Context: an optimization exercise on an open-source flow, tuned for small area, a short achievable clock period and few clock cycles per item. The choices shown serve that exercise and are no tape-out recipe.
Power figures rest on the tool's default switching activity, not on a simulated workload.

Design fusion_blend_v2, start of the top module:
module fusion_blend_v2
#(
  parameter int PIXELS_PER_BEAT = 16,
  parameter int PIX_W           = 8,
  parameter int WGT_W           = 8,
  parameter int IMAGE_DIM       = 512
) (
  input  logic                             clk,
  input  logic                             rst,
  input  logic [1:0]                       mode,
  input  logic                             in_valid,
  output logic                             in_ready,
  input  logic [PIX_W*PIXELS_PER_BEAT-1:0] old_frame,
  input  logic [PIX_W*PIXELS_PER_BEAT-1:0] new_frame,
  input  logic [WGT_W*PIXELS_PER_BEAT-1:0] weight,
  output logic                             out_valid,
  input  logic                             out_ready,
  output logic [PIX_W*PIXELS_PER_BEAT-1:0] fused_frame,
  output logic                             out_last,
  output logic                             frame_done
);
For scale: about 4100 cells after synthesis, ~0.047 mm² of cells after synthesis.
==> flow/config.mk <==
export PLATFORM = sky130hd
export DESIGN_NAME = fusion_blend_v2
export DESIGN_NICKNAME = fusion_blend_v2
export VERILOG_FILES = /design/flow/design.v
export SDC_FILE = /design/flow/constraint.sdc
export NUM_CORES = 4
export LEC_CHECK = 0
export CAP_MARGIN = 20
export CORE_MARGIN = 2
export CORE_UTILIZATION = 40
export SETUP_SLACK_MARGIN = 1.5
export SLEW_MARGIN = 20
==> flow/constraint.sdc <==
create_clock -name core_clock -period 5.5 [get_ports {clk}]
set_input_delay 1.1000 -clock core_clock [delete_from_list [all_inputs] [get_ports {clk}]]
set_output_delay 1.1000 -clock core_clock [all_outputs]
set_load 0.01 [all_outputs]
standard.sh (not shown) runs the stock make flow with config.mk's settings and CLKGATE_MAP_FILE= SYNTH_SCRIPT=/design/flow/synth_recipe.tcl, a recipe that flattens the netlist after the stock synthesis.
==> flow/flow/run.sh <==
#!/bin/bash
# Own layout flow: the standard layout (standard.sh, unchanged synthesis and steps), with
# the port buffers that global placement inserts made plain buffers instead of the default
# delay-buffer cell. Every input and output port still gets its own buffer.
set -euo pipefail
export BUFFER_PORTS_ARGS="-buffer_cell sky130_fd_sc_hd__buf_2"
bash standard.sh > standard.log 2>&1
The starting point completed without violations.
Change:
--- a/flow/design.v
+++ b/flow/design.v
@@ -22,23 +22,23 @@
   input  logic       c_pass,       
   input  logic [7:0] x_in,
   input  logic [7:0] y_in,
   input  logic [7:0] d_in,
   output logic [7:0] fused
 );
   logic [7:0] deff;
   logic [7:0] pp0, pp1, pp2, pp3, pp4, pp5, pp6, pp7;
   logic [15:0] row_a, row_b, sum;
   logic [7:0] blend;
   logic s1, c2, s3, c4, s5, c6, s7, c8, s9, c10, s11, c12, s13, c14, s15, c16, s17, c18, s19, c20, s21, c22, s23, c24, s25, c26, s27, c28, s29, c30, s31, c32, s33, c34, s35, c36, s37, c38, s39, c40, s41, c42, s43, c44, s45, c46, s47, c48, s49, c50, s51, c52, s53, c54, s55, c56, s57, c58, s59, c60, s61, c62, s63, c64, s65, c66, s67, c68, s69, c70, s71, c72, s73, c74, s75, c76, s77, c78, s79, c80, s81, c82, s83, c84, s85, c86, s87, c88, s89, c90, s91, c92, s93, c94, s95, c96, s97, c98, s99, c100, s101, c102, s103, c104, s105, c106, s107, c108, s109, c110, s111, c112;
-  logic r113, r114, r115, r116, r117, r118, r119, r120, r121, r122, r123, r124, r125, r126, r127;
+  logic r113, r114, r115, r116, r117, r118, r119, r120, r121, r122, r123, r124, r125, r126, r127, r128, r129, r130, r131, r132, r133, r134, r135, r136, r137, r138, r139, r140, r141;
   assign deff = (d_in | {8{frc_one}}) & ~{8{frc_zero}};
   assign pp0 = deff[0] ? y_in : x_in;
   assign pp1 = deff[1] ? y_in : x_in;
   assign pp2 = deff[2] ? y_in : x_in;
   assign pp3 = deff[3] ? y_in : x_in;
   assign pp4 = deff[4] ? y_in : x_in;
   assign pp5 = deff[5] ? y_in : x_in;
   assign pp6 = deff[6] ? y_in : x_in;
   assign pp7 = deff[7] ? y_in : x_in;
   assign s1 = c_pass ^ pp0[4];
   assign c2 = c_pass & pp0[4];
@@ -144,45 +144,57 @@
   assign c102 = (s49 & c74) | (s49 & s75) | (c74 & s75);
   assign s103 = s53 ^ c76 ^ s77;
   assign c104 = (s53 & c76) | (s53 & s77) | (c76 & s77);
   assign s105 = s57 ^ c78 ^ s79;
   assign c106 = (s57 & c78) | (s57 & s79) | (c78 & s79);
   assign s107 = c58 ^ s81 ^ c80;
   assign c108 = (c58 & s81) | (c58 & c80) | (s81 & c80);
   assign s109 = c60 ^ s83 ^ c82;
   assign c110 = (c60 & s83) | (c60 & c82) | (s83 & c82);
   assign s111 = pp6[7] ^ pp7[6] ^ c84;
   assign c112 = (pp6[7] & pp7[6]) | (pp6[7] & c84) | (pp7[6] & c84);
-  logic [8:0] low_sum;
-  assign low_sum = {1'b0, c98, c96, c94, c92, c90, c88, c86, s85} + {1'b0, s99, s97, s95, s93, s91, s89, s87, 1'b0};
-  assign row_a = {1'b0, r126, r124, r122, r120, r118, r116, r114, 1'b0, 1'b0, 1'b0, 1'b0, 1'b0, 1'b0, 1'b0, 1'b0};
-  assign row_b = {1'b0, r127, r125, r123, r121, r119, r117, r115, 1'b0, 1'b0, 1'b0, 1'b0, 1'b0, 1'b0, 1'b0, 1'b0};
-  assign sum = row_a + row_b + (16'(r113) << 8);
+  assign row_a = {1'b0, r140, r138, r136, r134, r132, r130, r128, r126, r124, r122, r120, r118, r116, r114, r113};
+  assign row_b = {1'b0, r141, r139, r137, r135, r133, r131, r129, r127, r125, r123, r121, r119, r117, r115, 1'b0};
+  assign sum = row_a + row_b;
   assign blend = sum[15:8];
   always_ff @(posedge clk) begin
     if (en) begin
-      r113 <= low_sum[8];
-      r114 <= c100;
-      r115 <= s101;
-      r116 <= c102;
-      r117 <= s103;
-      r118 <= c104;
-      r119 <= s105;
-      r120 <= c106;
-      r121 <= s107;
-      r122 <= c108;
-      r123 <= s109;
-      r124 <= c110;
-      r125 <= s111;
-      r126 <= c112;
-      r127 <= pp7[7];
+      r113 <= s85;
+      r114 <= c86;
+      r115 <= s87;
+      r116 <= c88;
+      r117 <= s89;
+      r118 <= c90;
+      r119 <= s91;
+      r120 <= c92;
+      r121 <= s93;
+      r122 <= c94;
+      r123 <= s95;
+      r124 <= c96;
+      r125 <= s97;
+      r126 <= c98;
+      r127 <= s99;
+      r128 <= c100;
+      r129 <= s101;
+      r130 <= c102;
+      r131 <= s103;
+      r132 <= c104;
+      r133 <= s105;
+      r134 <= c106;
+      r135 <= s107;
+      r136 <= c108;
+      r137 <= s109;
+      r138 <= c110;
+      r139 <= s111;
+      r140 <= c112;
+      r141 <= pp7[7];
     end
   end
   assign fused = blend;
 endmodule
 module fusion_blend_v2
 #(
   parameter int PIXELS_PER_BEAT = 16,
   parameter int PIX_W           = 8,
   parameter int WGT_W           = 8,
   parameter int IMAGE_DIM       = 512
 ) (
Outcome: Hold slack loses 21 ps; power goes up by 2.3%; fmax goes up by 6.8%; utilization goes down by 0.58 points; synthesized cell count barely changes; non-clock buffer count goes down by 70; clock skew goes down by 5.6 ps; first-iteration DRC count goes up by 11%; wire length goes up by 8.3%; flip-flop and latch count goes up by 208; die area goes up by 9.4%; sequential share of layout area goes up by 9.1 points; cell area goes up by 7.4%.
No functional check of the RTL was part of any run of this note.

==> separate check: timing with driven ports <==
How much do the figures lean on ideal ports? The routed layouts below were timed once more, with nothing changed but the port constraints. Step 1 sets driving cells, clkbuf_16 on the clock port and buf_2 on the other inputs (assumed; they add their load-dependent delay and slew). Step 2 moves the port delays by t, midway between the first and last clock arrival at a register: inputs arrive t later, outputs are due t later. That takes back most of the time a late clock gives input paths. Slacks: ideal ports / drivers / drivers and shift; pairs: ideal ports / drivers.
run	t, ns	setup WS [ns]	worst slew at a driven data input, ns
the first run	0.671	1.173 / 1.173 / 0.816	0.26
the second run	0.720	1.447 / 1.368 / 1.312	0.26
After both steps setup and hold are still met in every run listed. For the first run, which loses most, drivers alone change the setup slack by 0.000 ns; drivers and shift together by -0.357 ns.
